From an optimization exercise on the open Yosys and OpenROAD flow, aimed at small area, a short achievable clock period and few clock cycles; shortcuts taken in it are not production practice.
Where RTL was checked, it was by simulation tests only, not by an equivalence proof against the original.
No functional check of the RTL was part of runs 1, 2, 5 and 6.
Power is estimated from default activity; no workload was simulated.

## design/flow/design.v

```verilog
module rbd_fadd
(
    input  logic        i_clk,
    input  logic        i_rst_n,
    input  logic        i_load,
    input  logic [3:0]  i_lane_we,
    input  logic [7:0]  i_delta,
    input  logic [31:0] i_a,
    output logic        o_busy,
    output logic [31:0] o_time
);
    logic [31:0] o_sum;
    logic [2:0]  r_p;       
    logic [7:0]  r_md;      
    logic        r_dz;      
    logic [3:0]  r_st;      
    logic [4:0]  r_sh;
    logic        r_dbig;
    logic [27:0] r_w;
    assign r_w = o_time[27:0];
    logic [7:0]  r_e;
    logic        sa;
    logic [7:0]  ea;
    logic [7:0]  ea_eff;
    logic [23:0] ma;
    assign sa     = i_a[31];
    assign ea     = i_a[30:23];
    assign ea_eff = (ea == 8'd0) ? 8'd1 : ea;
    assign ma     = {ea != 8'd0, i_a[22:0]};
    logic [2:0] ld_p;
    always_comb begin
        ld_p = 3'd0;
        for (int i = 0; i < 8; i++) begin
            if (i_delta[i]) ld_p = 3'(i);
        end
    end
    always_ff @(posedge i_clk) begin
        if (i_load) begin
            r_p  <= ld_p;
            r_md <= i_delta << (3'd7 - ld_p);
            r_dz <= (i_delta == 8'd0);
        end
    end
    logic done;
    assign done   = r_st[3] && (r_w[27] || r_w[26] || (r_w == 28'd0));
    assign o_busy = |r_st;
    always_ff @(posedge i_clk) begin
        if (!i_rst_n) begin
            r_st <= '0;
        end else begin
            r_st[0] <= i_load;
            r_st[1] <= r_st[0];
            r_st[2] <= r_st[1];
            r_st[3] <= r_st[2] || (r_st[3] && !done);
        end
    end
    logic [8:0] diff;       
    logic [8:0] adiff;
    assign diff  = {1'b0, ea_eff} - 9'd127 - {6'd0, r_p};
    assign adiff = diff[8] ? (9'd0 - diff) : diff;
    always_ff @(posedge i_clk) begin
        if (r_st[0]) begin
            r_dbig <= diff[8] || ((diff == 9'd0) &&
                      ((r_md > ma[23:16]) || ((r_md == ma[23:16]) && (ma[15:0] == 16'd0))));
            r_sh   <= (adiff > 9'd31) ? 5'd31 : adiff[4:0];
        end
    end
    logic [26:0] y_sh;
    always_comb begin
        logic [26:0] v;
        logic        st;
        v  = r_dbig ? {ma, 3'b000} : {r_md, 19'd0};
        st = 1'b0;
        if (r_sh[0]) begin st = st | v[0];          v = v >> 1;  end
        if (r_sh[1]) begin st = st | (|v[1:0]);     v = v >> 2;  end
        if (r_sh[2]) begin st = st | (|v[3:0]);     v = v >> 4;  end
        if (r_sh[3]) begin st = st | (|v[7:0]);     v = v >> 8;  end
        if (r_sh[4]) begin st = st | (|v[15:0]);    v = v >> 16; end
        y_sh = v | {26'd0, st};
    end
    logic [26:0] x;
    logic [27:0] s;
    assign x = r_dbig ? {r_md, 19'd0} : {ma, 3'b000};
    rbd_add #(.W(28)) u_add (
        .i_a    ({1'b0, x}),
        .i_b    (r_w),
        .i_cin  (sa),
        .o_sum  (s),
        .o_cout ()
    );
    always_ff @(posedge i_clk) begin
        if (r_st[1]) begin
            o_time[27:0] <= {sa, sa ? ~y_sh : y_sh};
        end else if (r_st[2]) begin
            o_time[27:0] <= s;
            r_e <= r_dbig ? (8'd127 + {5'd0, r_p}) : ea_eff;
        end else if (done) begin
            o_time <= o_sum;
        end else if (r_st[3]) begin
            o_time[27:0] <= {r_w[26:0], 1'b0};
            r_e <= r_e - 8'd1;
        end else begin
            for (int k = 0; k < 4; k++) begin
                if (i_lane_we[k]) o_time[8*k +: 8] <= i_delta;
            end
        end
    end
    logic [23:0] m;
    logic        g;
    logic        stk;
    logic        up;
    logic [24:0] mant;
    logic [7:0]  e2;
    assign m    = r_w[27] ? r_w[27:4] : r_w[26:3];
    assign g    = r_w[27] ? r_w[3] : r_w[2];
    assign stk  = r_w[27] ? (|r_w[2:0]) : (|r_w[1:0]);
    assign up   = g & (stk | m[0]);
    rbd_add #(.W(25)) u_round (
        .i_a    ({1'b0, m}),
        .i_b    (25'd0),
        .i_cin  (up),
        .o_sum  (mant),
        .o_cout ()
    );
    logic [7:0]  e_1;
    logic [7:0]  e_2;
    logic        rc;
    assign e_1  = r_e + 8'd1;
    assign e_2  = r_e + 8'd2;
    assign rc   = up & (&m);
    assign e2   = (r_w[27] & rc) ? e_2 : ((r_w[27] | rc) ? e_1 : r_e);
    always_comb begin
        if (ea == 8'hFF) begin
            o_sum = i_a | {9'd0, i_a[22:0] != 23'd0, 22'd0};
        end else if (r_dz) begin
            o_sum = (i_a[30:0] == 31'd0) ? 32'd0 : i_a;
        end else if (!r_w[27] && !r_w[26]) begin
            o_sum = 32'd0;
        end else begin
            o_sum = {sa & ~r_dbig, e2, mant[22:0]};
        end
    end
endmodule
module rbd_add
#(
    parameter int W = 8
)
(
    input  logic [W-1:0] i_a,
    input  logic [W-1:0] i_b,
    input  logic         i_cin,
    output logic [W-1:0] o_sum,
    output logic         o_cout
);
    logic [W-1:0] g;
    logic [W-1:0] p;
    logic [W-1:0] cg;
    logic [W-1:0] cp;
    always_comb begin
        g  = i_a & i_b;
        p  = i_a ^ i_b;
        cg = g;
        cp = p;
        cg[0] = g[0] | (p[0] & i_cin);
        for (int d = 1; d < W; d = d * 2) begin
            for (int i = 2 * d - 1; i < W; i = i + 2 * d) begin
                cg[i] = cg[i] | (cp[i] & cg[i - d]);
                cp[i] = cp[i] & cp[i - d];
            end
        end
        for (int d = 1 << ($clog2(W) - 1); d >= 1; d = d / 2) begin
            for (int i = 3 * d - 1; i < W; i = i + 2 * d) begin
                cg[i] = cg[i] | (cp[i] & cg[i - d]);
                cp[i] = cp[i] & cp[i - d];
            end
        end
        o_sum  = p ^ {cg[W-2:0], i_cin};
        o_cout = cg[W-1];
    end
endmodule
module rbd_front
(
    input  logic        i_clk,
    input  logic        i_rst_n,
    input  logic        i_valid,
    input  logic [7:0]  i_data_byte,
    input  logic        i_full,
    input  logic        i_hdr_taken,
    input  logic [31:0] i_prev,         
    input  logic        i_words_out,    
    output logic        o_stall,
    output logic        o_push,
    output logic [9:0]  o_entry,        
    output logic        o_hdr_pending,
    output logic        o_time_busy,
    output logic [3:0]  o_flags,
    output logic [31:0] o_time,
    output logic [31:0] o_len,
    output logic [7:0]  o_type,
    output logic [31:0] o_param
);
    localparam int PH_MARKER  = 0;
    localparam int PH_TIME    = 1;
    localparam int PH_LENGTH  = 2;
    localparam int PH_TYPE    = 3;
    localparam int PH_PARAM   = 4;
    localparam int PH_CONTENT = 5;
    logic [5:0]  r_ph;       
    logic [1:0]  r_idx;
    logic [3:0]  r_flags;    
    logic [3:0]  r_hflags;   
    logic [31:0] r_time;
    logic [3:0]  time_lane_we;
    logic [31:0] r_len;
    logic [7:0]  r_type;
    logic [31:0] r_param;
    logic [31:0] r_remain;
    logic        r_pending;
    logic        take;
    logic        len_done;
    logic        param_done;
    logic        rem_last;
    logic        len_zero;
    logic [31:0] rem_dec;
    rbd_add #(.W(32)) u_dec (
        .i_a    (r_remain),
        .i_b    (32'hFFFF_FFFF),
        .i_cin  (1'b0),
        .o_sum  (rem_dec),
        .o_cout ()
    );
    assign len_done   = r_flags[3] || (r_idx == 2'd3);
    assign param_done = r_flags[2] || (r_idx == 2'd3);
    assign rem_last   = (r_remain == 32'd1);
    assign len_zero   = (r_len == 32'd0);
    assign o_stall = (r_pending && !r_ph[PH_CONTENT] && !r_ph[PH_MARKER]) ||
                     (i_words_out && (r_ph[PH_LENGTH] | r_ph[PH_TYPE] | r_ph[PH_PARAM])) ||
                     (i_full && (r_ph[PH_CONTENT] || (r_ph[PH_PARAM] && param_done)));
    assign take    = i_valid && !o_stall;
    assign o_push  = take && (r_ph[PH_CONTENT] || (r_ph[PH_PARAM] && param_done));
    assign o_entry = r_ph[PH_CONTENT] ? {1'b1, rem_last, i_data_byte} : {1'b0, len_zero, 8'd0};
    assign o_hdr_pending = r_pending;
    assign o_flags = r_hflags;
    assign o_time  = r_time;
    assign o_len   = r_len;
    assign o_type  = r_type;
    assign o_param = r_param;
    rbd_fadd u_fadd (
        .i_clk   (i_clk),
        .i_rst_n (i_rst_n),
        .i_load    (take && r_ph[PH_TIME] && r_flags[0]),
        .i_lane_we (time_lane_we),
        .i_delta   (i_data_byte),
        .i_a       (i_prev),
        .o_busy    (o_time_busy),
        .o_time    (r_time)
    );
    always_comb begin
        for (int k = 0; k < 4; k++) begin
            time_lane_we[k] = take && r_ph[PH_TIME] && !r_flags[0] && (r_idx == 2'(k));
        end
    end
    always_ff @(posedge i_clk) begin
        if (!i_rst_n) begin
            r_ph      <= 6'b000001;
            r_idx     <= '0;
            r_pending <= 1'b0;
        end else begin
            if (i_hdr_taken) r_pending <= 1'b0;
            if (take) begin
                if (r_ph[PH_MARKER]) begin
                    r_ph <= 6'b000010;
                end
                if (r_ph[PH_TIME]) begin
                    r_idx <= r_flags[0] ? 2'd0 : r_idx + 2'd1;
                    if (r_flags[0] || r_idx == 2'd3) r_ph <= 6'b000100;
                end
                if (r_ph[PH_LENGTH]) begin
                    r_idx <= len_done ? 2'd0 : r_idx + 2'd1;
                    if (len_done) r_ph <= r_flags[1] ? 6'b001000 : 6'b010000;
                end
                if (r_ph[PH_TYPE]) begin
                    r_ph <= 6'b010000;
                end
                if (r_ph[PH_PARAM]) begin
                    r_idx <= param_done ? 2'd0 : r_idx + 2'd1;
                    if (param_done) begin
                        r_pending <= 1'b1;
                        r_ph <= len_zero ? 6'b000001 : 6'b100000;
                    end
                end
                if (r_ph[PH_CONTENT]) begin
                    if (rem_last) r_ph <= 6'b000001;
                end
            end
        end
    end
    always_ff @(posedge i_clk) begin
        if (take) begin
            if (r_ph[PH_MARKER]) begin
                r_flags <= i_data_byte[3:0];
            end
            if (r_ph[PH_LENGTH] && len_done && !r_flags[1]) begin
                r_type <= 8'd0;
            end
            if (r_ph[PH_LENGTH]) begin
                if (r_idx == 2'd0) r_len <= {24'd0, i_data_byte};
                else r_len[8*r_idx +: 8] <= i_data_byte;
            end
            if (r_ph[PH_TYPE]) begin
                r_type <= i_data_byte;
            end
            if (r_ph[PH_PARAM]) begin
                if (r_idx == 2'd0) r_param <= {24'd0, i_data_byte};
                else r_param[8*r_idx +: 8] <= i_data_byte;
                if (param_done) begin
                    r_remain <= r_len;
                    r_hflags <= r_flags;
                end
            end
            if (r_ph[PH_CONTENT]) begin
                r_remain <= rem_dec;
            end
        end
    end
endmodule
module rbd_queue
#(
    parameter int DEPTH = 2
)
(
    input  logic       i_clk,
    input  logic       i_rst_n,
    input  logic       i_push,
    input  logic [9:0] i_item,
    input  logic       i_pop,
    output logic       o_full,
    output logic       o_valid,
    output logic [9:0] o_item
);
    localparam int AW = (DEPTH > 1) ? $clog2(DEPTH) : 1;
    localparam int CW = $clog2(DEPTH + 1);
    logic [9:0]    r_mem [0:DEPTH-1];
    logic [AW-1:0] r_wr;
    logic [AW-1:0] r_rd;
    logic [CW-1:0] r_count;
    assign o_full  = (r_count == CW'(DEPTH));
    assign o_valid = (r_count != '0);
    assign o_item  = r_mem[r_rd];
    always_ff @(posedge i_clk) begin
        if (i_push) begin
            r_mem[r_wr] <= i_item;
        end
    end
    always_ff @(posedge i_clk) begin
        if (!i_rst_n) begin
            r_wr    <= '0;
            r_rd    <= '0;
            r_count <= '0;
        end else begin
            if (i_push) begin
                r_wr <= (r_wr == AW'(DEPTH - 1)) ? '0 : r_wr + AW'(1);
            end
            if (i_pop) begin
                r_rd <= (r_rd == AW'(DEPTH - 1)) ? '0 : r_rd + AW'(1);
            end
            if (i_push && !i_pop) begin
                r_count <= r_count + CW'(1);
            end else if (i_pop && !i_push) begin
                r_count <= r_count - CW'(1);
            end
        end
    end
endmodule
module rbd_back
(
    input  logic        i_clk,
    input  logic        i_rst_n,
    input  logic        i_q_valid,
    input  logic [9:0]  i_q_item,
    input  logic        i_time_busy,
    input  logic [3:0]  i_flags,
    input  logic [31:0] i_time,
    input  logic        i_stall,
    output logic        o_pop,
    output logic        o_hdr_taken,
    output logic        o_valid,
    output logic        o_kind,
    output logic        o_last,
    output logic [7:0]  o_byte,
    output logic [3:0]  o_flags,
    output logic [31:0] o_time
);
    logic free;
    assign free        = !o_valid || !i_stall;
    assign o_pop       = i_q_valid && free && (i_q_item[9] || !i_time_busy);
    assign o_hdr_taken = o_pop && !i_q_item[9];
    always_ff @(posedge i_clk) begin
        if (!i_rst_n) begin
            o_time <= '0;
        end else if (o_hdr_taken) begin
            o_time <= i_time;
        end
    end
    always_ff @(posedge i_clk) begin
        if (!i_rst_n) begin
            o_valid <= 1'b0;
        end else if (free) begin
            o_valid <= o_pop;
        end
    end
    always_ff @(posedge i_clk) begin
        if (o_pop) begin
            o_kind <= i_q_item[9];
            o_last <= i_q_item[8];
            o_byte <= i_q_item[7:0];
        end
        if (o_hdr_taken) begin
            o_flags <= i_flags;
        end
    end
endmodule
module replay_block_deframer_core
(
    input  logic        i_clk,
    input  logic        i_rst_n,
    input  logic        i_valid,
    output logic        o_stall,
    input  logic [7:0]  i_data_byte,
    output logic        o_valid,
    input  logic        i_stall,
    output logic        o_result_kind,
    output logic [3:0]  o_marker_bits,
    output logic [31:0] o_timestamp_bits,
    output logic [31:0] o_content_length,
    output logic [7:0]  o_block_type,
    output logic [31:0] o_block_param,
    output logic [7:0]  o_content_byte,
    output logic        o_last_of_block
);
    logic        push;
    logic        full;
    logic        q_valid;
    logic        pop;
    logic        hdr_taken;
    logic        time_busy;
    logic [9:0]  push_item;
    logic [9:0]  q_item;
    logic [3:0]  p_flags;
    logic [31:0] p_time;
    logic [31:0] p_len;
    logic [7:0]  p_type;
    logic [31:0] p_param;
    assign o_content_length = p_len;
    assign o_block_type     = p_type;
    assign o_block_param    = p_param;
    rbd_front u_front (
        .i_clk         (i_clk),
        .i_rst_n       (i_rst_n),
        .i_valid       (i_valid),
        .i_data_byte   (i_data_byte),
        .i_full        (full),
        .i_hdr_taken   (hdr_taken),
        .i_words_out   (q_valid || o_valid),
        .i_prev        (o_timestamp_bits),
        .o_stall       (o_stall),
        .o_push        (push),
        .o_entry       (push_item),
        .o_hdr_pending (),
        .o_time_busy   (time_busy),
        .o_flags       (p_flags),
        .o_time        (p_time),
        .o_len         (p_len),
        .o_type        (p_type),
        .o_param       (p_param)
    );
    rbd_queue u_queue (
        .i_clk   (i_clk),
        .i_rst_n (i_rst_n),
        .i_push  (push),
        .i_item  (push_item),
        .i_pop   (pop),
        .o_full  (full),
        .o_valid (q_valid),
        .o_item  (q_item)
    );
    rbd_back u_back (
        .i_clk       (i_clk),
        .i_rst_n     (i_rst_n),
        .i_q_valid   (q_valid),
        .i_q_item    (q_item),
        .i_time_busy (time_busy),
        .i_flags     (p_flags),
        .i_time      (p_time),
        .i_stall     (i_stall),
        .o_pop       (pop),
        .o_hdr_taken (hdr_taken),
        .o_valid     (o_valid),
        .o_kind      (o_result_kind),
        .o_last      (o_last_of_block),
        .o_byte      (o_content_byte),
        .o_flags     (o_marker_bits),
        .o_time      (o_timestamp_bits)
    );
endmodule
```

## design/flow/run.sh

```bash
#!/bin/bash
# synth_recipe.tcl (not shown) runs the flow's synth.tcl, then flattens the netlist and writes it again
# the make line also repeats each setting of config.mk as NAME=value (left out here)
make -C /OpenROAD-flow-scripts/flow DESIGN_CONFIG=/design/flow/config.mk WORK_HOME=/design/flow/orfs CLKGATE_MAP_FILE= SYNTH_SCRIPT=/design/flow/synth_recipe.tcl finish
```

## design/flow/config.mk

```make
export PLATFORM = sky130hd
export DESIGN_NAME = replay_block_deframer_core
export DESIGN_NICKNAME = replay_block_deframer_core
export VERILOG_FILES = /design/flow/design.v
export SDC_FILE = /design/flow/constraint.sdc
export NUM_CORES = 4
export LEC_CHECK = 0
export CAP_MARGIN = 20
export CORE_MARGIN = 2
export CORE_UTILIZATION = 40
export CTS_CLUSTER_DIAMETER = 100
export CTS_CLUSTER_SIZE = 22
export SETUP_SLACK_MARGIN = 5
export SLEW_MARGIN = 20
```

## design/flow/constraint.sdc

```tcl
create_clock -name core_clock -period 8.5 [get_ports {i_clk}]
set_input_delay 1.7000 -clock core_clock [delete_from_list [all_inputs] [get_ports {i_clk}]]
set_output_delay 1.7000 -clock core_clock [all_outputs]
set_load 0.01 [all_outputs]
```

==> results.toml, run 1 <==
[logic_synthesis]
netlist.area_leader.share_pct = 35.2
syn_avg_cell_area_sq_um = 9.76
synth.area.top_cells = "edfxtp_1, ha_1, dfxtp_1"
ys_dominant_reg_cell = "edfxtp_1"
syn_inst = 1785
ys_ff_latch = 255
synth_area_sq_um = 17400
async_flop_share_pct = 0
synth_area_leader_cell = "edfxtp_1"
yosysSeqAreaShare_pct = 41.0
synth_warnings = 7
ys_types = 91
synth_edf_count = 204
synthesis.nets = 1900

[grt]
grt_start_max_net_pins = 58
track_usage_pct = 24.9
antenna_found_initial = 1
grt_pass1_wl_microns = 86000
grt_overflow = 0
grt_pass1_vias = 14000

[die]
start_util_pct = 40.5
dieArea_sq_um = 45200
dieHeight_microns = 213
rows = 76
coreArea_sq_um = 43000
num_io_pins = 132
dieWidth_microns = 213

[sta]
setup_viol = 0
worst_slew_pin_slew_ns = 1.05
final_max_slew_viol_count = 0
timing.fmax_ghz = 0.260
tns_ns = 0
period_minus_slack_ns = 3.85
rsz0062_at_grt = "true"
finClkSkew_ns = 0.0451
hold_violations = 0
relSlewSlack_pct = 30.0
layout_worst_path_cycle_share_pct = 45.3

[finish]
design_area_sq_um = 21000
layout_commonest_cell = "edfxtp_1"
nNetsFinal = 2027
fill_cells = 4015
syn_to_final_growth_pct = 20.6
post_route_cells_drive_above_1_share_pct = 16.6
antenna-diode-count = 0
final_cell_mix = "edfxtp_1, nand2_1, clkdlybuf4s50_1, a21oi_1, nor2_1"

[critical_path]
critPathArrivalTime_ns = 4.10
r2r_slack_ns = 4.65
startpoint_type = "register"
required_ns = 8.75
path_class = "register to register"
crit_fanout = 5
end_kind = "register"

[drt]
ant_nets = 0
first_pass_iters = 6
drt_wl_total_microns = 57800
drt-initial-drc-count = 1303
drcViolationCount = 0
vias_per_cell = 5.91
vias = 14800
wl_per_cell_microns = 23.0

[cts]
clkTransAtPathRegs_ns = 0.10
cts_tree = "built"
cts-buffers-inserted = 16
clock_latency_ns = 0.54
clk_path_buf_depth = 3
holdBufCountCts = 0
clock-root-buffer = "clkbuf_16"
htree_levels = 1
clkSinkCount = 255

[power_and_ir_drop]
leakage_nw = 7.72
p_int_mw = 2.59
power_density_nw_per_um2 = 196
switching_power_mw = 1.53
peakVddDrop_mv = 0.116
clkPwrFrac_pct = 20.5
combPwrFrac_pct = 39.2
power_switching_share_pct = 37.1
power_frac_seq_pct = 40.3

[placement]
place_congestion = 0.906
port-buffer-count = 131
placed_cell_area_sq_um = 19200
hpwl_microns = 38600

[run]
maxCapViolations = 0

[status]
status = "timing/DRC/antenna clean"

[worst_hold_path]
hold_path_class = "register to register"
==> layer usage <==
metal	global-route usage (%)	vias to the layer above	wire length, microns
met5	0	-	13
li1	-	6769	-
met3	4.43	114	4360
met1	35.6	7313	25300
met2	37.7	615	25700
met4	9.50	2	2340
==> path summary, 6_finish.rpt <==
kind / start / end / depth (start not counted)
setup reg to reg: u_back.o_time[25] / u_front.u_fadd.r_sh[1] / 12
hold reg to reg: u_front.r_hflags[0] / u_back.o_flags[0] / 0
setup / recovery: u_back.o_time[25] / u_front.u_fadd.r_sh[1] / 12
hold / removal: u_front.r_hflags[0] / u_back.o_flags[0] / 0
==> cell type report <==
type,instances,area (sq um),share of cell area [%]
multi-input cells,1325,10000,47.6
flip-flops and latches,255,7200,34.3
repair buffers,232,2260,10.8
well taps,585,732,3.48
clock buffers,24,440,2.10
inverters,82,322,1.53
clock inverters,4,52.6,0.250
==> cells by family after synthesis <==
logic type	after synthesis	share of synthesized area [%]
AO/OA/AOI/OAI	458	17.3
adder cells (fa/ha/maj)	104	8.02
flip-flops	255	41.0
multiplexers	105	8.10
AND/OR/NAND/NOR	574	16.4
buffers and inverters	205	4.96
XOR/XNOR	84	4.22
==> power by group through the flow <==
| stage | sequential [mW] | clock, mW | combinational, mW |
|---|---|---|---|
| floorplan | 1.60 | 0 | 0.978 |
| global placement | 1.68 | 0 | 1.41 |
| detailed placement | 1.69 | 0 | 1.43 |
| CTS | 1.66 | 0.854 | 1.51 |
| global route | 1.67 | 0.891 | 1.76 |
| finish | 1.66 | 0.842 | 1.61 |
==> state kept, by name, summed over array words and instances (netlist names), 5 cells and up, named ones only <==
signal / count
u_front.r_len: 24
u_front.r_remain: 32
u_front.r_type: 8
u_front.r_ph: 6
u_back.o_time: 32
u_front.r_param: 24
u_front.u_fadd.r_e: 8
u_front.u_fadd.r_sh: 5
u_back.o_byte: 8
u_queue.r_mem: 20
u_front.u_fadd.r_md: 8
u_front.u_fadd.o_time: 32
==> metrics by stage <==
stage	total power, mW	hold WS, ns	worst slack, ns	cells	utilization, %
floorplan	2.58	0.400	4.54	1785	-
global placement	3.09	0.403	4.09	2408	44.8
detailed placement	3.12	0.405	3.96	2408	44.8
CTS	4.02	0.431	4.63	2479	47.4
global route	4.32	0.447	4.55	2507	48.9
finish	4.12	0.431	4.65	2507	48.9
==> worst max-delay path: stages, from the launching register on <==
cell	delay [ns]
dfxtp_4	0.37
or4_4	0.53
or2_4	0.28
nand2b_4	0.08
ha_4	0.13
ha_4	0.13
fa_1	0.42
or3_4	0.34
nor3b_2	0.18
mux2_4	0.31
or4b_4	0.55
o21ai_4	0.10
o211ai_1	0.12
==> synth_stat cells (33+ instances only) <==
cell type	number
edfxtp_1	204
nand2_1	184
a21oi_1	136
nor2_1	112
o21ai_0	95
ha_1	90
clkbuf_1	83
inv_1	78
xnor2_1	60
dfxtp_1	51
nand2b_1	50
mux2i_1	49
and2_1	38
nor2b_1	36
nor4_1	33
==> timing repair <==
| action | in CTS | in global routing |
|---|---|---|
| setup endpoints to repair | 130 | 78 |
| buffers inserted | 38 | 28 |
| pin swaps | 32 | 46 |
| resized for setup | 71 | 97 |
| gates cloned | 5 | 0 |
==> run 2: changes to the inputs <==
--- a/design/flow/config.mk
+++ b/design/flow/config.mk
@@ -9,6 +9,5 @@
 export CORE_MARGIN = 2
 export CORE_UTILIZATION = 40
-export CTS_CLUSTER_DIAMETER = 100
-export CTS_CLUSTER_SIZE = 22
+export CTS_BUF_LIST = sky130_fd_sc_hd__clkbuf_8
 export SETUP_SLACK_MARGIN = 5
 export SLEW_MARGIN = 20
==> run 2 against run 1 <==
- first-iteration DRC count rose by 4.3%
- largest cell class unchanged
- critical path type unchanged
- sequential power is essentially flat
- setup slack better by 0.037 ns
- highest routed layer is now met4
- sequential share of layout area is 0.63 points lower
- still clean on timing, DRC and antenna
==> results.toml, run 2 <==
[status]
status = "timing/DRC/antenna clean"

[finish]
nNetsFinal = 2056
multi_input_area_sq_um = 9930
antenna-diode-count = 0
final_cell_mix = "edfxtp_1, nand2_1, a21oi_1, clkdlybuf4s50_1, nor2_1"
design_area_sq_um = 21400
ff_latch_area_sq_um = 7210
reg_top3 = "u_back.o_time x32, u_front.r_remain x32, u_front.u_fadd.o_time x32"
syn_to_final_growth_pct = 23.1
post_route_cells_drive_above_1_share_pct = 18.3
stdcell_count = 2565
final_util_pct = 49.9
fill_cells = 4009
layout_commonest_cell = "edfxtp_1"

[critical_path]
cp_num_buf_inv = 0
cp_slowest_cell = "or4b_4"
cp_num_cells = 12
crit_fanout = 5
startpoint_type = "register"
required_ns = 8.85
end_kind = "register"
path_class = "register to register"
critPathArrivalTime_ns = 4.17
cp_top_family = "simple AND/OR/NAND/NOR gates"
worst_path_largest_cell_delay_ns = 0.55
r2r_cells = 12
path_cells = "or4_4, or2_4, nand2b_4, ha_4, ha_4, fa_1, or3_4, nor3b_2, mux2_4, or4b_4, o21ai_4, o211ai_1"
critPathMostFrequentCell = "ha_4"

[sta]
finClkSkew_ns = 0.0488
rsz0062_at_grt = "true"
relSlewSlack_pct = 30.2
period_minus_slack_ns = 3.82
layout_worst_path_cycle_share_pct = 44.9
tns_ns = 0
setup_viol = 0
hold_violations = 0
final_max_slew_viol_count = 0
worst_slew_pin_slew_ns = 1.05
timing.fmax_ghz = 0.262

[drt]
routed.top_layer = "met4"
vias = 15000
wl_met2_microns = 26200
wl_met3_microns = 4840
first_pass_iters = 5
drt_wl_total_microns = 58700
ant_nets = 0
vias_per_cell = 5.84
drcViolationCount = 0
wl_per_cell_microns = 22.9
wl_met1_microns = 25700
drt-initial-drc-count = 1359

[cts]
clock_latency_ns = 0.65
clkSinkCount = 255
clkTransAtPathRegs_ns = 0.06
clk_path_buf_depth = 3
cts_tree = "built"
clock-root-buffer = "clkbuf_8"
htree_levels = 2
cts-buffers-inserted = 47

[logic_synthesis]
ys_ff_latch = 255
ys_types = 91
synth.area.top_cells = "edfxtp_1, ha_1, dfxtp_1"
synth_area_leader_cell = "edfxtp_1"
synth_edf_count = 204
synth_warnings = 7
syn_inst = 1785
synth.most_common_cell = "edfxtp_1"
ys_dominant_reg_cell = "edfxtp_1"
syn_avg_cell_area_sq_um = 9.76
netlist.area_leader.share_pct = 35.2
yosysSeqAreaShare_pct = 41.0
synthesis.nets = 1900
async_flop_share_pct = 0
synth_area_sq_um = 17400
synthTopCellsByCount = "edfxtp_1, nand2_1, a21oi_1"

[run]
maxCapViolations = 0

[die]
rows = 76
dieHeight_microns = 213
coreArea_sq_um = 43000
start_util_pct = 40.5
num_io_pins = 132
dieWidth_microns = 213
dieArea_sq_um = 45200

[worst_hold_path]
hold_path_depth = 0
hold_path_class = "register to register"

[grt]
grt_pass1_vias = 14400
track_usage_pct = 25.6
grt_pass1_wl_microns = 87900
grt_start_max_net_pins = 58
grt_overflow = 0
antenna_found_initial = 0

[placement]
placed_cell_area_sq_um = 19200
dp_cells = 2408
port-buffer-count = 131
place_congestion = 0.906
hpwl_microns = 38600

[power_and_ir_drop]
peakVddDrop_mv = 0.120
leakage_nw = 8.06
power_mw = 4.45
power_density_nw_per_um2 = 208
## run 2: cell counts after synthesis
Identical to the previous run, type by type.
## run 2: worst paths after layout
check / end / from / slack [ns]
max reg2reg: u_front.u_fadd.r_sh[1] / u_back.o_time[25] / 4.68
min reg2reg: u_back.o_flags[0] / u_front.r_hflags[0] / 0.42
min: u_back.o_flags[0] / u_front.r_hflags[0] / 0.42
max: u_front.u_fadd.r_sh[1] / u_back.o_time[25] / 4.68
## run 2: report_power, final
part	switching (mW)	leakage, nW	internal [mW]	total, mW
registers	0.200	2.25	1.47	1.67
logic	0.858	5.28	0.746	1.60
clock network	0.578	0.529	0.602	1.18
total	1.64	8.06	2.82	4.45
## run 2: cell type report
class,count,area share [%]
inverters,82,1.47
well taps,585,3.41
clock inverters,36,0.940
repair buffers,230,10.9
multi-input cells,1325,46.3
flip-flops and latches,255,33.6
clock buffers,52,3.34
## run 2: kinds of logic (layout without fill, tap and decap cells)
family                     Yosys count  after routing  synth area share (%)
adders and majority gates          104            104                  8.02
and+or+nand+nor                    574            574                  16.4
muxes                              105            105                  8.10
xor gates and xnor gates            84             84                  4.22
DFF                                255            255                  41.0
AOI/OAI and AO/OA                  458            458                  17.3
buffers and inverters              205            400                  4.96
## run 2: timing repair
item,CTS,global route
setup buffers,41,20
resized for setup,93,67
pin swaps,30,37
gates cloned,7,1
endpoints found under the setup margin,149,70
hold buffers,0,0
## run 2: per-layer routing
layer	up-vias	track usage, %
li1	6849	-
met1	7353	36.4
met2	668	39.0
met3	121	4.94
met4	0	9.04
met5	-	0
## run 2: metrics by stage
stage                     setup WS [ns]  hold slack (ns)
after global routing               4.58            0.435
after floorplan                    4.54            0.400
after CTS                          4.66            0.425
after detailed placement           3.96            0.405
final                              4.68            0.421
after global placement             4.09            0.403
## run 2: worst register-to-register path: cells and delay by family (launching register included)
family / cells / cell delay [ns]
compound gates: 2 / 0.22
fa+ha+maj: 3 / 0.68
mux: 1 / 0.31
flops: 1 / 0.35
simple gates: 6 / 1.96
==> run 3: changes to the inputs <==
--- a/design/flow/design.v
+++ b/design/flow/design.v
@@ -56,7 +56,9 @@
     end
     logic [8:0] diff;       
+    logic [8:0] ndiff;      
     logic [8:0] adiff;
-    assign diff  = {1'b0, ea_eff} - 9'd127 - {6'd0, r_p};
-    assign adiff = diff[8] ? (9'd0 - diff) : diff;
+    assign diff  = {1'b0, ea_eff} - {1'b0, 8'd127 + {5'd0, r_p}};
+    assign ndiff = {1'b0, 8'd127 + {5'd0, r_p}} - {1'b0, ea_eff};
+    assign adiff = diff[8] ? ndiff : diff;
     always_ff @(posedge i_clk) begin
         if (r_st[0]) begin
--- a/design/flow/config.mk
+++ b/design/flow/config.mk
@@ -8,6 +8,7 @@
 export CAP_MARGIN = 20
 export CORE_MARGIN = 2
-export CORE_UTILIZATION = 40
-export CTS_BUF_LIST = sky130_fd_sc_hd__clkbuf_8
+export CORE_UTILIZATION = 55
+export CTS_CLUSTER_DIAMETER = 100
+export CTS_CLUSTER_SIZE = 22
 export SETUP_SLACK_MARGIN = 5
 export SLEW_MARGIN = 20
==> run 3 against run 2 <==
- clock power shrank 27%
- sequential power about the same
- hold slack improved by 0.0072 ns
- critical path type is now register to output pin
- non-clock buffer count down 3
==> results.toml, run 3 <==
[drt]
drt-initial-drc-count = 1681
vias_per_cell = 6.53
drcViolationCount = 0
first_pass_iters = 6
drt_wl_total_microns = 56200
wl_per_cell_microns = 24.1
vias = 15200
ant_nets = 0

[logic_synthesis]
synthesis.nets = 1916
synth_area_sq_um = 17300
synth_area_leader_cell = "edfxtp_1"
synth_edf_count = 204
synth-compound-area-share_pct = 19.4
yosys.area_share.adder_pct = 8.19
synth_top_family_by_area = "compound AO/OA/AOI/OAI gates"
synth-xor-area-share_pct = 3.90
syn_avg_cell_area_sq_um = 9.60
ys_dominant_reg_cell = "edfxtp_1"
synth.most_common_cell = "edfxtp_1"
synthSimpleGateAreaFrac_pct = 15.2
syn_inst = 1800
synth_warnings = 7
ys_ff_latch = 255
yosysSeqAreaShare_pct = 41.3
ys_types = 76
async_flop_share_pct = 0
synthTopCellsByCount = "edfxtp_1, nand2_1, nor2_1"
synth.area.top_cells = "edfxtp_1, ha_1, dfxtp_1"
synthMuxAreaShare_pct = 6.93
netlist.area_leader.share_pct = 35.4

[finish]
stdcell_count = 2332
fill_cells = 2476
layout_commonest_cell = "edfxtp_1"
ff_latch_area_sq_um = 7180
design_area_sq_um = 20500
nNetsFinal = 2042
post_route_cells_drive_above_1_share_pct = 13.9
antenna-diode-count = 0
reg_top3 = "u_back.o_time x32, u_front.r_remain x32, u_front.u_fadd.o_time x32"
syn_to_final_growth_pct = 18.8
final_cell_mix = "edfxtp_1, nand2_1, clkdlybuf4s50_1, nor2_1, a21oi_1"
multi_input_area_sq_um = 9720

[cts]
clk_path_buf_depth = 3
htree_levels = 1
cts-buffers-inserted = 16
cts_tree = "built"
clock_latency_ns = 0.53
clkTransAtPathRegs_ns = 0.10
clock-root-buffer = "clkbuf_16"
clkSinkCount = 255

[critical_path]
path_cells = "ha_4, o21a_4, nor2_4, nor3b_2, a211oi_2, inv_1, buf_2"
required_ns = 6.80
path_class = "register to output pin"
critPathArrivalTime_ns = 1.92
worst_path_largest_cell_delay_ns = 0.37
crit_fanout = 7
end_kind = "output pin"
cp_slowest_cell = "dfxtp_4"
startpoint_type = "register"

[die]
start_util_pct = 56.2
dieArea_sq_um = 32900
num_io_pins = 132
dieWidth_microns = 181
rows = 64
dieHeight_microns = 181
coreArea_sq_um = 30700

[grt]
grt_overflow = 0
busiest_layer = "met1"
track_usage_pct = 33.4
use_met3_pct = 5.62
use_met1_pct = 49.8
grt_pass1_vias = 14400
grt_start_max_net_pins = 57
grt_pass1_wl_microns = 85900
antenna_found_initial = 0
grtUsageMet2_pct = 49.3

[worst_hold_path]
hold_path_class = "register to register"

[sta]
timing.fmax_ghz = 0.276
final_max_slew_viol_count = 0
rsz0062_at_grt = "true"
layout_worst_path_cycle_share_pct = 42.6
worst_slew_pin_slew_ns = 0.962
finClkSkew_ns = 0.0341
whs_ns = 0.428
relSlewSlack_pct = 35.8
tns_ns = 0
period_minus_slack_ns = 3.62
hold_violations = 0
setup_viol = 0

[run]
maxCapViolations = 0

[status]
status = "timing/DRC/antenna clean"

[power_and_ir_drop]
leakage_nw = 7.79
power_mw = 3.96
peakVddDrop_mv = 0.160
power_density_nw_per_um2 = 193

[placement]
dp_cells = 2238
placed_cell_area_sq_um = 18900
port-buffer-count = 131
place_congestion = 0.976
hpwl_microns = 37400
## run 3: changes by cell type in the layout (fill, tap and decap cells not counted), moves of 10 or more
| cell | delta |
|---|---|
| a21boi_0 | +13 |
| a21oi_1 | -20 |
| a22o_1 | +38 |
| clkbuf_16 | +17 |
| clkbuf_8 | -52 |
| dfxtp_1 | +18 |
| dfxtp_2 | -14 |
| mux2_2 | +10 |
| nand2_1 | -13 |
| nand2b_1 | -28 |
| nor2_1 | +15 |
| o22ai_1 | +13 |
## run 3: final timing paths
check                              from                   endpoint  slack (ns)  cells past startpoint
setup / recovery       u_front.r_idx[1]                    o_stall        4.88                      7
hold / removal      u_front.r_hflags[1]          u_back.o_flags[1]        0.43                      0
setup reg to reg  u_front.u_fadd.r_dbig  u_front.u_fadd.o_time[27]        4.90                     21
hold reg to reg     u_front.r_hflags[1]          u_back.o_flags[1]        0.43                      0
## run 3: layer usage
layer	vias to the layer above	part of all wire, %
met5	-	0
met4	0	3.5
met3	115	9.4
met2	796	43
met1	7417	44
li1	6893	-
## run 3: area by class of cell
class	instances	share of cell area (%)
multi-input combinational	1322	47.3
sequential	255	35.0
timing repair buffer	227	10.8
tap	396	2.41
clock buffer	24	2.20
inverter	104	1.93
clock inverter	4	0.317
## run 3: cells by family after synthesis
| group | after synthesis |
|---|---|
| and+or+nand+nor | 543 |
| AOI/OAI and AO/OA | 501 |
| DFF | 255 |
| buffers and inverters | 223 |
| adders and majority gates | 105 |
| muxes | 96 |
| xor gates and xnor gates | 77 |
## run 3: repair_timing
| item | 4_1_cts | 5_1_grt |
|---|---|---|
| buffers inserted | 31 | 31 |
| hold endpoints to repair | 0 | 0 |
| setup endpoints to repair | 80 | 108 |
| hold buffers | 0 | 0 |
| resized for setup | 75 | 60 |
| pin swaps | 28 | 32 |
| cloned | 3 | 1 |
## run 3: stage by stage
stage	util, %	setup slack, ns
floorplan	-	4.80
global placement	61.5	4.16
detailed placement	61.5	4.07
CTS	65.1	4.84
global route	66.8	4.69
finish	66.8	4.88
## run 3: where the power goes
part           internal [mW]  switching [mW]
clock                  0.410           0.448
combinational          0.669           0.766
sequential              1.45           0.218
## run 3: critical path, delay by kind of cell (launching register included)
family          cells  cell delay (ns)
buf+inv             2             0.23
flops               1             0.37
simple gates        2             0.15
fa+ha+maj           1             0.18
compound gates      2             0.47
Testbench counts of run 3, summed over its fixed seeds: cycles 13,322.
==> run 4: changes to the inputs <==
==> design/flow/flow/run.sh (new file) <==
#!/bin/bash
# The standard layout, with the port buffers made from the smallest plain
# buffer cell instead of the resizer's default choice.
set -euo pipefail
export BUFFER_PORTS_ARGS="-buffer_cell sky130_fd_sc_hd__buf_1"
bash standard.sh finish > standard.log 2>&1
==> design/flow/standard.sh (new file) <==
#!/bin/bash
# synth_recipe.tcl (not shown) runs the flow's synth.tcl, then flattens the netlist and writes it again
# the make line also repeats each setting of config.mk as NAME=value (left out here)
make -C /OpenROAD-flow-scripts/flow DESIGN_CONFIG=/design/flow/config.mk WORK_HOME=/design/flow/orfs CLKGATE_MAP_FILE= SYNTH_SCRIPT=/design/flow/synth_recipe.tcl "${@:-finish}"
--- a/design/flow/config.mk
+++ b/design/flow/config.mk
@@ -8,5 +8,5 @@
 export CAP_MARGIN = 20
 export CORE_MARGIN = 2
-export CORE_UTILIZATION = 55
+export CORE_UTILIZATION = 40
 export CTS_CLUSTER_DIAMETER = 100
 export CTS_CLUSTER_SIZE = 22
removed: design/flow/run.sh
==> run 4 against run 3 <==
- sequential power about the same
- cell count rose by 7.5%
- synthesized cell count did not move
- non-clock buffer count is 14 lower
- critical endpoint is now u_front.u_fadd.o_time[27]
- via count decreased by 1.6%
- power down 1.4%
- sequential share of layout area up 1.5 points
- register-to-register slack got worse by 0.07 ns
- wire length up 1.4%
- fmax fell by 1.2%
- flip-flop and latch count unchanged
==> results.toml, run 4 <==
[die]
dieWidth_microns = 212
start_util_pct = 40.3
coreArea_sq_um = 42900
dieArea_sq_um = 44900
dieHeight_microns = 212
rows = 76
num_io_pins = 132

[grt]
grt_pass1_wl_microns = 85900
grt_start_max_net_pins = 57
antenna_found_initial = 0
track_usage_pct = 24.7
grt_pass1_vias = 14200
grt_overflow = 0

[critical_path]
required_ns = 8.74
crit_fanout = 8
path_cells = "buf_6, buf_12, nor2b_1, ha_1, a211oi_2, nand2_1, a221oi_2, o21ai_4, a31oi_4, o211ai_1, a21o_1, a21oi_2, fa_2, xnor2_1, nor2_1, nor3_1, o31ai_1, o311ai_1"
cp_slowest_cell = "edfxtp_1"
setup.worst_path.start = "u_front.u_fadd.r_dbig"
timing.rr.start = "u_front.u_fadd.r_dbig"
critPathArrivalTime_ns = 3.91
worst_path_largest_cell_delay_ns = 0.43
end_kind = "register"
path_class = "register to register"
startpoint_type = "register"

[power_and_ir_drop]
power_density_nw_per_um2 = 199
peakVddDrop_mv = 0.123
leakage_nw = 7.35

[placement]
place_congestion = 0.928
hpwl_microns = 39000
post-place-ws_ns = 4.31
port-buffer-count = 131
dp_cells = 2431

[logic_synthesis]
ys_types = 76
syn_inst = 1800
synth_area_sq_um = 17300
ys_ff_latch = 255
synth_warnings = 7
synth_area_leader_cell = "edfxtp_1"
yosysSeqAreaShare_pct = 41.3
synth_edf_count = 204
syn_avg_cell_area_sq_um = 9.60
netlist.area_leader.share_pct = 35.4
synthesis.nets = 1916
synth.area.top_cells = "edfxtp_1, ha_1, dfxtp_1"
synthTopCellsByCount = "edfxtp_1, nand2_1, nor2_1"
async_flop_share_pct = 0
synth.most_common_cell = "edfxtp_1"
ys_dominant_reg_cell = "edfxtp_1"

[cts]
clock_latency_ns = 0.53
htree_levels = 1
clkTransAtPathRegs_ns = 0.09
clk_path_buf_depth = 3
cts_tree = "built"
clock-root-buffer = "clkbuf_16"
cts-buffers-inserted = 17
clkSinkCount = 255

[finish]
post_route_cells_drive_above_1_share_pct = 12.3
stdcell_count = 2508
syn_to_final_growth_pct = 13.8
reg_top3 = "u_back.o_time x32, u_front.r_remain x32, u_front.u_fadd.o_time x32"
antenna-diode-count = 0
final_cell_mix = "edfxtp_1, nand2_1, buf_1, nor2_1, a21oi_1"
nNetsFinal = 2029
layout_commonest_cell = "edfxtp_1"

[drt]
vias_per_cell = 5.97
wl_per_cell_microns = 22.7
drt_wl_total_microns = 57000
drt-initial-drc-count = 1358
drcViolationCount = 0
ant_nets = 0
vias = 15000
first_pass_iters = 6

[worst_hold_path]
hold_path_class = "register to register"
hold_start = "u_front.r_hflags[3]"

[sta]
rsz0062_at_grt = "true"
tns_ns = 0
hold_violations = 0
final_max_slew_viol_count = 0
finClkSkew_ns = 0.0371
layout_worst_path_cycle_share_pct = 43.1
setup_viol = 0
period_minus_slack_ns = 3.67
timing.fmax_ghz = 0.273
fin_ws_ns = 4.83
relSlewSlack_pct = 25.8
worst_slew_pin_slew_ns = 1.11

[status]
status = "timing/DRC/antenna clean"

[run]
maxCapViolations = 0
run 4: cell counts after synthesis:
No cell type changed its count.
run 4: metrics by stage:
| stage | hold slack (ns) | power (mW) | util (%) | area (sq um) |
|---|---|---|---|---|
| global route | 0.437 | 4.11 | 45.9 | 19700 |
| finish | 0.413 | 3.91 | 45.9 | 19700 |
| floorplan | 0.400 | 2.45 | - | 17400 |
| detailed placement | 0.406 | 2.90 | 42.8 | 18400 |
| CTS | 0.422 | 3.86 | 45.4 | 19500 |
| global placement | 0.401 | 2.89 | 42.8 | 18400 |
run 4: power breakdown:
group          total, mW  switching [mW]  internal, mW
Sequential          1.67           0.220          1.45
Combinational       1.34           0.782         0.560
Clock              0.894           0.466         0.428
run 4: per-layer routing:
| layer | track usage (%) | wire (microns) | vias to the layer above |
|---|---|---|---|
| met3 | 4.55 | 4250 | 111 |
| met5 | 0 | 0 | - |
| met1 | 34.5 | 25100 | 7393 |
| met2 | 38.3 | 25600 | 589 |
| li1 | - | - | 6877 |
| met4 | 9.23 | 2010 | 0 |
run 4: path summary, 6_finish.rpt:
kind,end,slack [ns],depth (start not counted)
max,u_front.u_fadd.o_time[27],4.83,18
min,u_back.o_flags[3],0.41,0
max reg2reg,u_front.u_fadd.o_time[27],4.83,18
min reg2reg,u_back.o_flags[3],0.41,0
run 4: final cells by class:
cell class | instances | area (sq um)
inverters | 104 | 394
clock buffers | 23 | 458
clock inverters | 6 | 91.3
fillers | 4111 | 23200
flip-flops and latches | 255 | 7180
multi-input cells | 1322 | 9550
repair buffers | 213 | 1270
well taps | 585 | 732
run 4: cells by family (layout without fill, tap and decap cells):
kind of cell             Yosys count  in the layout  synth area share (%)
XOR/XNOR                          77             77                  3.90
multiplexers                      96             96                  6.93
buffers and inverters            223            346                  4.99
AND/OR/NAND/NOR                  543            543                  15.2
AO/OA/AOI/OAI                    501            501                  19.4
adder cells (fa/ha/maj)          105            105                  8.19
flip-flops                       255            255                  41.3
run 4: repair_timing:
item	in CTS	in global routing
endpoints found under the setup margin	91	25
resized for setup	53	31
buffers inserted	34	10
cloned	3	1
hold buffers	0	0
pin swaps	18	25
endpoints found under the hold margin	0	0
run 4: worst max-delay path: cells and delay by family (launching register included):
family          cells  cell delay [ns]
compound gates      9             1.62
xor+xnor            1             0.06
fa+ha+maj           2             0.51
buf+inv             2             0.28
flops               1             0.43
simple gates        4             0.49
==> run 5: changes to the inputs <==
--- a/design/flow/design.v
+++ b/design/flow/design.v
@@ -17,4 +17,5 @@
     logic [4:0]  r_sh;
     logic        r_dbig;
+    logic        r_xsel;    
     logic [27:0] r_w;
     assign r_w = o_time[27:0];
@@ -83,5 +84,5 @@
     logic [26:0] x;
     logic [27:0] s;
-    assign x = r_dbig ? {r_md, 19'd0} : {ma, 3'b000};
+    assign x = r_xsel ? {r_md, 19'd0} : {ma, 3'b000};
     rbd_add #(.W(28)) u_add (
         .i_a    ({1'b0, x}),
@@ -94,4 +95,5 @@
         if (r_st[1]) begin
             o_time[27:0] <= {sa, sa ? ~y_sh : y_sh};
+            r_xsel <= r_dbig;
         end else if (r_st[2]) begin
             o_time[27:0] <= s;
@@ -219,4 +221,5 @@
     logic [31:0] r_remain;
     logic        r_pending;
+    logic        r_plast;    
     logic        take;
     logic        len_done;
@@ -238,5 +241,5 @@
     assign o_stall = (r_pending && !r_ph[PH_CONTENT] && !r_ph[PH_MARKER]) ||
                      (i_words_out && (r_ph[PH_LENGTH] | r_ph[PH_TYPE] | r_ph[PH_PARAM])) ||
-                     (i_full && (r_ph[PH_CONTENT] || (r_ph[PH_PARAM] && param_done)));
+                     (i_full && (r_ph[PH_CONTENT] || r_plast));
     assign take    = i_valid && !o_stall;
     assign o_push  = take && (r_ph[PH_CONTENT] || (r_ph[PH_PARAM] && param_done));
@@ -268,4 +271,5 @@
             r_idx     <= '0;
             r_pending <= 1'b0;
+            r_plast   <= 1'b0;
         end else begin
             if (i_hdr_taken) r_pending <= 1'b0;
@@ -281,10 +285,13 @@
                     r_idx <= len_done ? 2'd0 : r_idx + 2'd1;
                     if (len_done) r_ph <= r_flags[1] ? 6'b001000 : 6'b010000;
+                    if (len_done && !r_flags[1]) r_plast <= r_flags[2];
                 end
                 if (r_ph[PH_TYPE]) begin
-                    r_ph <= 6'b010000;
+                    r_ph    <= 6'b010000;
+                    r_plast <= r_flags[2];
                 end
                 if (r_ph[PH_PARAM]) begin
-                    r_idx <= param_done ? 2'd0 : r_idx + 2'd1;
+                    r_idx   <= param_done ? 2'd0 : r_idx + 2'd1;
+                    r_plast <= !param_done && (r_idx == 2'd2);
                     if (param_done) begin
                         r_pending <= 1'b1;
--- a/design/flow/config.mk
+++ b/design/flow/config.mk
@@ -8,5 +8,5 @@
 export CAP_MARGIN = 20
 export CORE_MARGIN = 2
-export CORE_UTILIZATION = 40
+export CORE_UTILIZATION = 55
 export CTS_CLUSTER_DIAMETER = 100
 export CTS_CLUSTER_SIZE = 22
==> run 5 against run 4 <==
- first-iteration DRC count is 15% higher
- die area is 25% lower
- non-clock buffer count is 12 higher
- fmax grew 1.7%
- clock-buffer cell count increased by 2
- global-route usage is 9.0 points higher
- area after synthesis increased by 3.0%
- power down 7.3%
- critical path type unchanged
- largest cell class unchanged
==> results.toml, run 5 <==
[status]
status = "timing/DRC/antenna clean"

[placement]
port-buffer-count = 131
place_congestion = 0.945
placed_cell_area_sq_um = 18400
post-place-ws_ns = 3.86
hpwl_microns = 39100
dp_cells = 2309

[worst_hold_path]
hold_path_class = "register to register"
hold_path_depth = 0
hold-path-endpoint = "u_back.o_flags[3]"
hold_start = "u_front.r_hflags[3]"

[logic_synthesis]
ys_types = 99
synthTopCellsByCount = "nand2_1, edfxtp_1, a21oi_1"
syn_avg_cell_area_sq_um = 9.48
synthesis.nets = 1995
syn_inst = 1878
synth_area_sq_um = 17800
async_flop_share_pct = 0
ys_dominant_reg_cell = "edfxtp_1"
yosysSeqAreaShare_pct = 40.4
netlist.area_leader.share_pct = 34.6
synth_warnings = 7
synth.most_common_cell = "nand2_1"
synth.area.top_cells = "edfxtp_1, ha_1, dfxtp_1"
synth_edf_count = 205
synth_area_leader_cell = "edfxtp_1"
ys_ff_latch = 257

[sta]
tns_ns = 0
layout_worst_path_cycle_share_pct = 42.4
worst_slew_pin_slew_ns = 1.25
period_minus_slack_ns = 3.60
timing.fmax_ghz = 0.277
hold_violations = 0
setup_viol = 0
rsz0062_at_grt = "true"
fin_ws_ns = 4.90
whs_ns = 0.427
final_max_slew_viol_count = 0
finClkSkew_ns = 0.0236
relSlewSlack_pct = 15.7

[grt]
grt_overflow = 0
antenna_found_initial = 3
use_met3_pct = 5.94
grtUsageMet2_pct = 50.8
track_usage_pct = 33.7
use_met1_pct = 49.5
busiest_layer = "met2"
grt_start_max_net_pins = 71
grt_pass1_vias = 14500
grt_pass1_wl_microns = 87500

[finish]
post_route_cells_drive_above_1_share_pct = 13.0
nNetsFinal = 2112
final_util_pct = 62.8
fill_cells = 2674
multi_input_area_sq_um = 9900
stdcell_count = 2407
antenna-diode-count = 0
design_area_sq_um = 19900
ff_latch_area_sq_um = 7240
layout_commonest_cell = "nand2_1"
final_cell_mix = "nand2_1, edfxtp_1, a21oi_1, buf_1, nor2_1"
reg_top3 = "u_back.o_time x32, u_front.r_remain x32, u_front.u_fadd.o_time x32"
syn_to_final_growth_pct = 11.9

[die]
dieArea_sq_um = 33800
num_io_pins = 132
dieWidth_microns = 184
rows = 65
start_util_pct = 56.1
dieHeight_microns = 184
coreArea_sq_um = 31700

[cts]
cts_tree = "built"
clock_latency_ns = 0.52
cts-buffers-inserted = 16
clk_path_buf_depth = 3
clkTransAtPathRegs_ns = 0.10
clock-root-buffer = "clkbuf_16"
htree_levels = 1
clkSinkCount = 257

[drt]
vias = 15400
drt_wl_total_microns = 57800
vias_per_cell = 6.40
wl_per_cell_microns = 24.0
drt-initial-drc-count = 1558
first_pass_iters = 6
ant_nets = 0
drcViolationCount = 0

[critical_path]
r2r_end = "u_front.u_fadd.o_time[27]"
end_kind = "register"
timing.rr.start = "u_front.u_fadd.r_xsel"
crit_fanout = 6
r2r_slack_ns = 4.90
r2r_cells = 17
path_class = "register to register"
critPathArrivalTime_ns = 3.87
required_ns = 8.76
startpoint_type = "register"

[power_and_ir_drop]
peakVddDrop_mv = 0.145
power_density_nw_per_um2 = 182
leakage_nw = 7.42
power_mw = 3.62

[run]
maxCapViolations = 0
run 5: kinds of logic (layout without fill, tap and decap cells):
kind of cell	Yosys count	count (layout)	synth area share, %
simple gates	614	614	17.0
flops	257	257	40.4
compound gates	490	490	17.6
buf+inv	230	357	5.69
xor+xnor	85	85	4.18
mux	96	96	7.10
fa+ha+maj	106	106	8.03
run 5: worst max-delay path: stages, from the launching register on:
cell,delay (ns)
edfxtp_1,0.42
buf_12,0.16
nor2b_2,0.05
ha_1,0.33
a31oi_4,0.10
o21a_1,0.25
o21ai_2,0.20
a21boi_4,0.09
o21ai_4,0.23
a211o_1,0.21
a31o_4,0.19
a31oi_4,0.08
fa_2,0.41
xnor2_2,0.14
nor2_2,0.15
nor3_2,0.07
a21oi_1,0.16
o41ai_1,0.10
run 5: worst max path at each step:
stage / startpoint / end / slack, ns / depth (start not counted)
after floorplan: u_front.u_fadd.r_xsel / u_front.u_fadd.o_time[27] / 5.01 / 17
after global placement: u_front.u_fadd.r_xsel / u_front.u_fadd.o_time[27] / 4.03 / 19
after detailed placement: u_back.o_time[31] / u_front.u_fadd.o_time[27] / 3.86 / 16
after CTS: u_front.u_fadd.r_xsel / u_front.u_fadd.o_time[27] / 4.90 / 17
after global routing: u_front.u_fadd.r_xsel / u_front.u_fadd.o_time[27] / 4.76 / 17
final: u_front.u_fadd.r_xsel / u_front.u_fadd.o_time[27] / 4.90 / 17
run 5: final cells by class:
class / count / area share (%)
clock buffer: 25 / 2.29
clock inverter: 3 / 0.182
inverter: 103 / 2.08
multi-input combinational: 1391 / 49.7
sequential: 257 / 36.4
tap: 402 / 2.53
timing repair buffer: 225 / 6.82
timing repair inverter: 1 / 0.0440
run 5: metal layers:
| metal | share of wire, % | wire (microns) | vias to the layer above |
|---|---|---|---|
| li1 | - | - | 7042 |
| met1 | 44 | 25200 | 7514 |
| met2 | 44 | 25300 | 740 |
| met3 | 9.6 | 5530 | 114 |
| met4 | 3.0 | 1750 | 0 |
| met5 | 0 | 0 | - |
run 5: repair_timing:
action,CTS,global route
endpoints found under the hold margin,0,0
pin swaps,22,33
hold buffers,0,0
endpoints found under the setup margin,77,78
gates cloned,2,3
buffers inserted,42,23
resized for setup,60,57
run 5: power breakdown:
part	switching, mW	internal [mW]
clock	0.445	0.382
sequential	0.132	1.45
combinational	0.689	0.528
total	1.27	2.36
==> run 6: changes to the inputs <==
--- a/design/flow/design.v
+++ b/design/flow/design.v
@@ -195,8 +195,10 @@
     output logic        o_stall,
     output logic        o_push,
+    output logic        o_hdr_direct,   
     output logic [9:0]  o_entry,        
     output logic        o_hdr_pending,
     output logic        o_time_busy,
     output logic [3:0]  o_flags,
+    output logic [3:0]  o_pflags,       
     output logic [31:0] o_time,
     output logic [31:0] o_len,
@@ -216,5 +218,4 @@
     logic [31:0] r_time;
     logic [3:0]  time_lane_we;
-    logic [31:0] r_len;
     logic [7:0]  r_type;
     logic [31:0] r_param;
@@ -238,15 +239,17 @@
     assign param_done = r_flags[2] || (r_idx == 2'd3);
     assign rem_last   = (r_remain == 32'd1);
-    assign len_zero   = (r_len == 32'd0);
-    assign o_stall = (r_pending && !r_ph[PH_CONTENT] && !r_ph[PH_MARKER]) ||
-                     (i_words_out && (r_ph[PH_LENGTH] | r_ph[PH_TYPE] | r_ph[PH_PARAM])) ||
+    assign len_zero   = (r_remain == 32'd0);
+    assign o_stall = (r_pending && !r_ph[PH_MARKER]) ||
+                     (i_words_out && (r_ph[PH_TYPE] | r_ph[PH_PARAM])) ||
                      (i_full && (r_ph[PH_CONTENT] || r_plast));
     assign take    = i_valid && !o_stall;
-    assign o_push  = take && (r_ph[PH_CONTENT] || (r_ph[PH_PARAM] && param_done));
+    assign o_hdr_direct = take && r_ph[PH_PARAM] && param_done && !o_time_busy;
+    assign o_push  = take && (r_ph[PH_CONTENT] || (r_ph[PH_PARAM] && param_done && o_time_busy));
     assign o_entry = r_ph[PH_CONTENT] ? {1'b1, rem_last, i_data_byte} : {1'b0, len_zero, 8'd0};
     assign o_hdr_pending = r_pending;
     assign o_flags = r_hflags;
+    assign o_pflags = r_flags;
     assign o_time  = r_time;
-    assign o_len   = r_len;
+    assign o_len   = r_remain;
     assign o_type  = r_type;
     assign o_param = r_param;
@@ -295,5 +298,5 @@
                     r_plast <= !param_done && (r_idx == 2'd2);
                     if (param_done) begin
-                        r_pending <= 1'b1;
+                        r_pending <= o_time_busy;
                         r_ph <= len_zero ? 6'b000001 : 6'b100000;
                     end
@@ -310,10 +313,10 @@
                 r_flags <= i_data_byte[3:0];
             end
-            if (r_ph[PH_LENGTH] && len_done && !r_flags[1]) begin
+            if (r_ph[PH_PARAM] && !r_flags[1]) begin
                 r_type <= 8'd0;
             end
             if (r_ph[PH_LENGTH]) begin
-                if (r_idx == 2'd0) r_len <= {24'd0, i_data_byte};
-                else r_len[8*r_idx +: 8] <= i_data_byte;
+                if (r_idx == 2'd0) r_remain <= {24'd0, i_data_byte};
+                else r_remain[8*r_idx +: 8] <= i_data_byte;
             end
             if (r_ph[PH_TYPE]) begin
@@ -324,5 +327,4 @@
                 else r_param[8*r_idx +: 8] <= i_data_byte;
                 if (param_done) begin
-                    r_remain <= r_len;
                     r_hflags <= r_flags;
                 end
@@ -336,5 +338,5 @@
 module rbd_queue
 #(
-    parameter int DEPTH = 2
+    parameter int DEPTH = 3
 )
 (
@@ -389,6 +391,10 @@
     input  logic [9:0]  i_q_item,
     input  logic        i_time_busy,
+    input  logic        i_hdr_direct,   
+    input  logic        i_len_zero,
+    input  logic [3:0]  i_dflags,
     input  logic [3:0]  i_flags,
     input  logic [31:0] i_time,
+    input  logic [31:0] i_len,
     input  logic        i_stall,
     output logic        o_pop,
@@ -399,5 +405,6 @@
     output logic [7:0]  o_byte,
     output logic [3:0]  o_flags,
-    output logic [31:0] o_time
+    output logic [31:0] o_time,
+    output logic [31:0] o_len
 );
     logic free;
@@ -408,5 +415,5 @@
         if (!i_rst_n) begin
             o_time <= '0;
-        end else if (o_hdr_taken) begin
+        end else if (o_hdr_taken || i_hdr_direct) begin
             o_time <= i_time;
         end
@@ -416,5 +423,5 @@
             o_valid <= 1'b0;
         end else if (free) begin
-            o_valid <= o_pop;
+            o_valid <= o_pop || i_hdr_direct;
         end
     end
@@ -424,7 +431,14 @@
             o_last <= i_q_item[8];
             o_byte <= i_q_item[7:0];
+        end else if (i_hdr_direct) begin
+            o_kind <= 1'b0;
+            o_last <= i_len_zero;
         end
         if (o_hdr_taken) begin
             o_flags <= i_flags;
+            o_len   <= i_len;
+        end else if (i_hdr_direct) begin
+            o_flags <= i_dflags;
+            o_len   <= i_len;
         end
     end
@@ -449,4 +463,6 @@
 );
     logic        push;
+    logic        hdr_direct;
+    logic [3:0]  p_pflags;
     logic        full;
     logic        q_valid;
@@ -461,5 +477,4 @@
     logic [7:0]  p_type;
     logic [31:0] p_param;
-    assign o_content_length = p_len;
     assign o_block_type     = p_type;
     assign o_block_param    = p_param;
@@ -475,4 +490,6 @@
         .o_stall       (o_stall),
         .o_push        (push),
+        .o_hdr_direct  (hdr_direct),
+        .o_pflags      (p_pflags),
         .o_entry       (push_item),
         .o_hdr_pending (),
@@ -500,6 +517,10 @@
         .i_q_item    (q_item),
         .i_time_busy (time_busy),
+        .i_hdr_direct(hdr_direct),
+        .i_len_zero  (push_item[8]),
+        .i_dflags    (p_pflags),
         .i_flags     (p_flags),
         .i_time      (p_time),
+        .i_len       (p_len),
         .i_stall     (i_stall),
         .o_pop       (pop),
@@ -510,5 +531,6 @@
         .o_byte      (o_content_byte),
         .o_flags     (o_marker_bits),
-        .o_time      (o_timestamp_bits)
+        .o_time      (o_timestamp_bits),
+        .o_len       (o_content_length)
     );
 endmodule
--- a/design/flow/config.mk
+++ b/design/flow/config.mk
@@ -8,5 +8,5 @@
 export CAP_MARGIN = 20
 export CORE_MARGIN = 2
-export CORE_UTILIZATION = 55
+export CORE_UTILIZATION = 40
 export CTS_CLUSTER_DIAMETER = 100
 export CTS_CLUSTER_SIZE = 22
==> run 6 against run 5 <==
- largest power group unchanged
- cell count increased by 7.8%
- fmax is 4.1% lower
- area after synthesis rose by 0.49%
- via count is 1.1% higher
- sequential power is essentially flat
- clock power up 7.7%
- die area increased by 37%
- non-clock buffer count down 4
- hold slack improved by 0.041 ns
- clock skew is 0.014 ns higher
==> results.toml, run 6 <==
[grt]
track_usage_pct = 24.3
antenna_found_initial = 0
grt_overflow = 0
grt_pass1_vias = 14900
grt_pass1_wl_microns = 89000
grt_start_max_net_pins = 58

[logic_synthesis]
ys_types = 78
synth_area_sq_um = 17900
synth_area_leader_cell = "edfxtp_1"
syn_avg_cell_area_sq_um = 9.53
syn_inst = 1877
ys_dominant_reg_cell = "edfxtp_1"
synth.most_common_cell = "edfxtp_1"
synth_warnings = 7
async_flop_share_pct = 0
synth.area.top_cells = "edfxtp_1, ha_1, dfxtp_1"
synth_edf_count = 215
synthesis.nets = 1993
synthTopCellsByCount = "edfxtp_1, nand2_1, a21oi_1"
netlist.area_leader.share_pct = 36.1
ys_ff_latch = 270
yosysSeqAreaShare_pct = 42.3

[critical_path]
path_class = "register to register"
worst_path_largest_cell_delay_ns = 0.50
cp_slowest_cell = "fa_2"
cp_top_family = "compound AO/OA/AOI/OAI gates"
end_kind = "register"
crit_fanout = 17
critPathArrivalTime_ns = 4.11
required_ns = 8.85
critPathMostFrequentCell = "ha_2"
cp_num_buf_inv = 2
startpoint_type = "register"
path_cells = "buf_12, ha_2, ha_2, a31oi_4, o21bai_2, a31o_2, a21o_1, a31o_4, a2111oi_4, o31ai_2, o41ai_2, fa_2, inv_2, a21oi_2, o31ai_1"

[sta]
layout_worst_path_cycle_share_pct = 44.2
setup_viol = 0
timing.fmax_ghz = 0.266
hold_violations = 0
worst_slew_pin_slew_ns = 1.07
relSlewSlack_pct = 28.7
final_max_slew_viol_count = 0
period_minus_slack_ns = 3.76
finClkSkew_ns = 0.0380
tns_ns = 0
rsz0062_at_grt = "true"

[drt]
wl_met2_microns = 26800
drcViolationCount = 0
ant_nets = 0
wl_met3_microns = 4790
routed.top_layer = "met4"
vias_per_cell = 6.00
vias = 15600
drt_wl_total_microns = 59100
first_pass_iters = 7
wl_met1_microns = 25300
wl_per_cell_microns = 22.8
drt-initial-drc-count = 1671

[finish]
syn_to_final_growth_pct = 15.4
layout_commonest_cell = "edfxtp_1"
design_area_sq_um = 20600
final_util_pct = 46.7
post_route_cells_drive_above_1_share_pct = 13.6
antenna-diode-count = 0
reg_top3 = "u_back.o_len x32, u_back.o_time x32, u_front.u_fadd.o_time x32"
fill_cells = 4134
final_cell_mix = "edfxtp_1, nand2_1, a21oi_1, buf_1, nor2_1"
nNetsFinal = 2108

[power_and_ir_drop]
power_density_nw_per_um2 = 139
peakVddDrop_mv = 0.129
leakage_nw = 7.68
power_mw = 2.87

[cts]
clk_path_buf_depth = 3
cts-buffers-inserted = 17
clock-root-buffer = "clkbuf_16"
clkSinkCount = 270
holdBufCountCts = 0
clock_latency_ns = 0.52
htree_levels = 1
clkTransAtPathRegs_ns = 0.10
cts_tree = "built"

[die]
coreArea_sq_um = 44200
dieHeight_microns = 215
dieWidth_microns = 215
num_io_pins = 132
rows = 77
dieArea_sq_um = 46400
start_util_pct = 40.4

[worst_hold_path]
hold_path_class = "register to register"

[status]
status = "timing/DRC/antenna clean"

[placement]
placed_cell_area_sq_um = 18900
port-buffer-count = 131
hpwl_microns = 39600
place_congestion = 0.932

[run]
maxCapViolations = 0
[run 6: changes by cell type in the layout (fill, tap and decap cells not counted), sizes merged, moves of 10 or more]
cell,previous run,this run
nand2b,60,35
inv,100,113
mux2,38,23
mux2i,40,73
nand3,18,51
o21ai,95,128
a21boi,50,4
edfxtp,205,215
nand2,210,177
a21oi,165,142
[run 6: through the flow]
stage / instances / hold WS, ns / setup slack, ns
floorplan: 1877 / 0.426 / 4.94
global placement: 2500 / 0.450 / 3.50
detailed placement: 2500 / 0.451 / 3.41
CTS: 2571 / 0.473 / 4.71
global route: 2594 / 0.500 / 4.66
finish: 2594 / 0.468 / 4.74
[run 6: kinds of logic after synthesis]
logic type / synth area share (%)
and+or+nand+nor: 15.5
AOI/OAI and AO/OA: 17.0
DFF: 42.3
buffers and inverters: 5.25
muxes: 8.18
adders and majority gates: 7.88
xor gates and xnor gates: 3.92
[run 6: final timing paths]
check / start / to / slack [ns] / depth (start not counted)
hold / removal: register / u_back.o_len[1] / 0.47 / 0
setup reg to reg: u_back.o_time[31] / u_front.u_fadd.o_time[26] / 4.74 / 15
hold reg to reg: register / u_back.o_len[1] / 0.47 / 0
setup / recovery: u_back.o_time[31] / u_front.u_fadd.o_time[26] / 4.74 / 15
[run 6: layout make-up]
| class | instances | area [sq um] | share of cell area [%] |
|---|---|---|---|
| multi-input combinational | 1364 | 9890 | 48.0 |
| sequential | 270 | 7590 | 36.8 |
| timing repair buffer | 221 | 1410 | 6.83 |
| tap | 592 | 741 | 3.59 |
| clock buffer | 27 | 505 | 2.45 |
| inverter | 117 | 454 | 2.20 |
| clock inverter | 2 | 36.3 | 0.176 |
| timing repair inverter | 1 | 5.00 | 0.0243 |
[run 6: where the power goes]
part,switching (mW),leakage (nW),internal (mW),total (mW)
Clock,0.467,0.260,0.423,0.891
Sequential,0.0709,2.48,1.48,1.55
Combinational,0.267,4.94,0.164,0.431
[run 6: routing by layer]
| metal | GRT usage, % | vias to the layer above |
|---|---|---|
| li1 | - | 7068 |
| met1 | 33.8 | 7633 |
| met2 | 38.6 | 723 |
| met3 | 4.02 | 149 |
| met4 | 8.39 | 0 |
| met5 | 0 | - |
[run 6: timing repair]
action / in CTS / in global routing
pin swaps: 19 / 27
cloned: 6 / 3
setup buffers: 36 / 20
gates resized for setup: 68 / 64
setup endpoints to repair: 145 / 126
hold endpoints to repair: 0 / 0

==> afterwards: timing with drivers on the ports <==
In the flow no input, the clock included, has a driving cell. The finished layouts below were timed again as built, in two steps. Step 1 assumes that a clkbuf_16 drives the clock port and a buf_2 every other input. Step 2, shift: input delay + t, output delay - t, t = (earliest + latest rising clock arrival at the registers) / 2. This alone moves slack from input paths to output paths. a / b / c = ideal ports / drivers / drivers and shift; a / b = the first two.
| run | t (ns) | slack for setup (ns) | worst setup path at the end | worst register clock-pin slew, ns |
|---|---|---|---|---|
| run 1 | 0.577 | 4.648 / 4.648 / 4.520 | input to register | 0.10 / 0.10 |
| run 2 | 0.681 | 4.685 / 4.685 / 4.395 | input to register | 0.07 / 0.07 |
| run 3 | 0.564 | 4.879 / 4.825 / 4.545 | input to register | 0.10 / 0.10 |
| run 4 | 0.568 | 4.835 / 4.835 / 4.678 | input to register | 0.10 / 0.10 |
| run 5 | 0.559 | 4.896 / 4.896 / 4.655 | input to register | 0.10 / 0.10 |
| run 6 | 0.556 | 4.740 / 4.740 / 4.520 | input to register | 0.10 / 0.10 |
After both steps setup and hold are still met in every run listed. The setup slack of run 3, which loses most, moves by -0.054 ns with the drivers and by -0.334 ns with both steps.
